This is an optimization exercise on Yosys and OpenROAD, whose aim is small area, not a production implementation. Only simulation tests tie the RTL to the original design; equivalence was not proved. Power figures rest on the tool's default switching activity, not on a simulated workload.

==> trial 24: inputs <==
Design bp_top, start of the top module:
module bp_top (
  input  logic        clk,
  input  logic        rst,
  input  logic [31:0] if_pc,
  output logic        pred_taken,
  output logic [31:0] pred_next_pc,
  input  logic        upd_valid,
  input  logic [31:0] upd_pc,
  input  logic        upd_taken,
  input  logic [31:0] upd_target,
  input  logic [31:0] upd_pred_next,
  output logic        mispredict,
  output logic [31:0] redirect_pc,
  output logic [15:0] branch_cnt,
  output logic [15:0] mispred_cnt
);
==> flow/config.mk <==
export PLATFORM = sky130hd
export DESIGN_NAME = bp_top
export DESIGN_NICKNAME = bp_top
export VERILOG_FILES = /design/flow/design.v
export SDC_FILE = /design/flow/constraint.sdc
export NUM_CORES = 4
export LEC_CHECK = 0
export CAP_MARGIN = 20
export CORE_MARGIN = 2
export CORE_UTILIZATION = 40
export SLEW_MARGIN = 20
export CTS_ARGS = -sink_clustering_enable -repair_clock_nets -dont_use_dummy_load
export BUFFER_PORTS_ARGS = -buffer_cell sky130_fd_sc_hd__buf_1
==> flow/constraint.sdc <==
create_clock -name core_clock -period 14.0 [get_ports {clk}]
set_input_delay 2.8000 -clock core_clock [delete_from_list [all_inputs] [get_ports {clk}]]
set_output_delay 2.8000 -clock core_clock [all_outputs]
set_load 0.01 [all_outputs]
standard.sh (not shown) runs the stock make flow with config.mk's settings and CLKGATE_MAP_FILE= SYNTH_SCRIPT=/design/flow/synth_recipe.tcl, a recipe that flattens the netlist after the stock synthesis.
==> flow/flow/run.sh <==
#!/bin/bash
# Layout flow for bp_top.
#  1. The standard synthesis (standard.sh synth) fixes the registers: their
#     names and cell types.
#  2. gen.py writes the design again as a netlist with the same registers,
#     in which the tag/target write selects and the 32:1 read selects are
#     mapped to cells by hand; custom_synth.tcl maps the rest with yosys/abc.
#     That netlist replaces the standard one (kept as 1_2_yosys_std.v).
#  3. The standard flow runs on from there (floorplan to finish), with the
#     clock tree built without dummy loads and the port buffers made with
#     the smallest buffer cell.
# If step 2 fails, the standard netlist is laid out instead.
set -u -o pipefail
HERE=$(pwd)
FLOWDIR=$HERE/flow
cat >> config.mk <<'EOC'
export CTS_ARGS = -sink_clustering_enable -repair_clock_nets -dont_use_dummy_load
export BUFFER_PORTS_ARGS = -buffer_cell sky130_fd_sc_hd__buf_1
EOC

bash standard.sh synth > standard_synth.log 2>&1 || exit 1

RES=$HERE/orfs/results/${FLOW_PLATFORM:-sky130hd}/bp_top/base
LIB=$FLOW_HOME/platforms/sky130hd/lib/sky130_fd_sc_hd__tt_025C_1v80.lib
YOSYS=$FLOW_HOME/../tools/install/yosys/bin/yosys
[ -x "$YOSYS" ] || YOSYS=$(command -v yosys)

cp $RES/1_2_yosys.v $HERE/1_2_yosys_std.v
if python3 $FLOWDIR/gen.py $HERE/1_2_yosys_std.v $HERE/custom.v > gen.log 2>&1 &&
   LIB=$LIB CUSTOM_V=$HERE/custom.v OUT_V=$HERE/custom_net.v \
   ABC_SCRIPT=$FLOW_HOME/scripts/abc_speed.script \
   $YOSYS -c $FLOWDIR/custom_synth.tcl > custom_synth.log 2>&1 &&
   [ -s $HERE/custom_net.v ]; then
  cp $HERE/custom_net.v $RES/1_2_yosys.v
  rm -f $RES/1_synth.odb
  echo "using the hand-mapped netlist" > netlist_choice.log
else
  echo "hand-mapped netlist failed; using the standard netlist" > netlist_choice.log
fi

bash standard.sh > standard.log 2>&1
==> flow/flow/custom_synth.tcl <==
# yosys -c custom_synth.tcl ; env: CUSTOM_V, OUT_V, LIB, ABC_SCRIPT
yosys read_liberty -lib $::env(LIB)
yosys read_verilog -sv $::env(CUSTOM_V)
yosys hierarchy -check -top bp_top
yosys synth -top bp_top -flatten -nofsm -noshare
yosys opt -purge
yosys abc -script $::env(ABC_SCRIPT) -liberty $::env(LIB) -dont_use *probe_p_8 -dont_use *probec_p_8 -dont_use *lpflow*
yosys opt_clean -purge
yosys setundef -zero
yosys splitnets
yosys hilomap -singleton -hicell sky130_fd_sc_hd__conb_1 HI -locell sky130_fd_sc_hd__conb_1 LO
yosys insbuf -buf sky130_fd_sc_hd__buf_4 A X
yosys check
yosys stat -liberty $::env(LIB)
yosys write_verilog -noattr -noexpr -nohex -nodec $::env(OUT_V)
Other scripts of this flow, unchanged in this note and not shown: flow/flow/gen.py
==> inputs of trial 94, as changes to trial 24 <==
--- a/flow/flow/run.sh
+++ b/flow/flow/run.sh
@@ -4,17 +4,19 @@
 #     names and cell types.
 #  2. gen.py writes the design again as a netlist with the same registers,
 #     in which the tag/target write selects and the 32:1 read selects are
-#     mapped to cells by hand; custom_synth.tcl maps the rest with yosys/abc.
+#     mapped to cells by hand; custom_synth.tcl maps the rest with yosys and
+#     abc (area mapping, abc_area_map.script).
 #     That netlist replaces the standard one (kept as 1_2_yosys_std.v).
 #  3. The standard flow runs on from there (floorplan to finish), with the
-#     clock tree built without dummy loads and the port buffers made with
+#     clock tree built without dummy loads, from clkbuf_8 leaf buffers on
+#     clusters of at most 16 sinks, and the port buffers made with
 #     the smallest buffer cell.
 # If step 2 fails, the standard netlist is laid out instead.
 set -u -o pipefail
 HERE=$(pwd)
 FLOWDIR=$HERE/flow
 cat >> config.mk <<'EOC'
-export CTS_ARGS = -sink_clustering_enable -repair_clock_nets -dont_use_dummy_load
+export CTS_ARGS = -sink_clustering_enable -repair_clock_nets -dont_use_dummy_load -buf_list sky130_fd_sc_hd__clkbuf_8 -root_buf sky130_fd_sc_hd__clkbuf_16 -sink_clustering_size 16 -sink_clustering_max_diameter 60
 export BUFFER_PORTS_ARGS = -buffer_cell sky130_fd_sc_hd__buf_1
 EOC
 
@@ -28,7 +30,7 @@
 cp $RES/1_2_yosys.v $HERE/1_2_yosys_std.v
 if python3 $FLOWDIR/gen.py $HERE/1_2_yosys_std.v $HERE/custom.v > gen.log 2>&1 &&
    LIB=$LIB CUSTOM_V=$HERE/custom.v OUT_V=$HERE/custom_net.v \
-   ABC_SCRIPT=$FLOW_HOME/scripts/abc_speed.script \
+   ABC_SCRIPT=$FLOWDIR/abc_area_map.script \
    $YOSYS -c $FLOWDIR/custom_synth.tcl > custom_synth.log 2>&1 &&
    [ -s $HERE/custom_net.v ]; then
   cp $HERE/custom_net.v $RES/1_2_yosys.v
==> flow/flow/abc_area_map.script (new file) <==
strash
dch -f
amap
topo
CTS_ARGS = -sink_clustering_enable -repair_clock_nets -dont_use_dummy_load -buf_list sky130_fd_sc_hd__clkbuf_8 -root_buf sky130_fd_sc_hd__clkbuf_16 -sink_clustering_size 16 -sink_clustering_max_diameter 60   (was -sink_clustering_enable -repair_clock_nets -dont_use_dummy_load)
==> notes <==
- Of trial 24 and trial 94, trial 94 has the higher cell count (gap 0.60%, measured against trial 94).
- Sequential power is about the same in trial 94 and trial 24.
- In combinational power, trial 24 and trial 94 hardly differ.
- Routed wire length: trial 94 is higher than trial 24 (about 2.2%).
- Against trial 24, the core utilization of trial 94 is lower by 1.2 points.
- Between trial 94 and trial 24, the lower clock skew is in trial 24 (gap 0.032 ns).
- In trial 24 the die area is higher than in trial 94, by about 2%.
- Against trial 94, the first-iteration DRC count of trial 24 is smaller by 2.3%.
- Global-route usage: trial 24 is lower than trial 94 (1.6 points).
==> figures <==
quantity                                                      trial 94     trial 24
Status                                        timing/DRC/antenna clean  timing/DRC/antenna clean
First-pass GRT wire length                                      498 mm       495 mm
Met2 Use GR                                                      53.5%        52.7%
Worst r2r path cells                                                13           12
Post-layout power                                             10800 uW     12600 uW
Per-cell via count in the routed design                           7.72         7.71
Final weighted congestion in routability-driven placement         1.00        0.968
Total power divided by cell area                           134 nW/um^2  149 nW/um^2
Pin slew with the least headroom to its limit                  1.27 ns      1.28 ns
Part of the total power dissipated in combinational logic        14.3%        12.5%
Clock network power share                                        26.3%        36.0%
Aggregate global-route resource usage                            37.9%        36.4%
Seq pwr                                                        6440 uW      6460 uW
Switching power as a share of total power                        29.6%        27.5%
Area of the core region                                    178000 um^2  181000 um^2
Non-clock buffer share of cell area                              3.92%        3.11%
Cell seen most often among critical-path stages                 nor2_1        buf_1
Final period util                                                90.3%        83.9%
Detailed-routed wire length on met3                            52.2 mm      46.6 mm
Routed length per instance                                     39.1 um      38.5 um

## static timing again, ports no longer ideal
The results above use ideal ports. As a check the final layouts listed here were re-extracted and re-timed, cells and wires unchanged. Step 1 sets driving cells, clkbuf_16 on the clock port and buf_2 on the other inputs (assumed; they add their load-dependent delay and slew). Step 2 times the ports against the registers' clock, not the clock port: input delays grow and output delays shrink by t, the midpoint of the rising clock arrivals with the driver on. Three values: ideal, step 1, step 2; two values: the first two.
run	t, ns	slack for setup (ns)	hold WS [ns]
trial 24	0.902	2.255 / 2.229 / 2.229	0.470 / 0.470 / 0.470
trial 94	0.841	1.365 / 1.330 / 1.330	0.477 / 0.477 / 0.477
After both steps every run listed still meets setup and hold. The setup slack of trial 94, which loses most, moves by -0.035 ns with the drivers and by -0.035 ns with both steps.
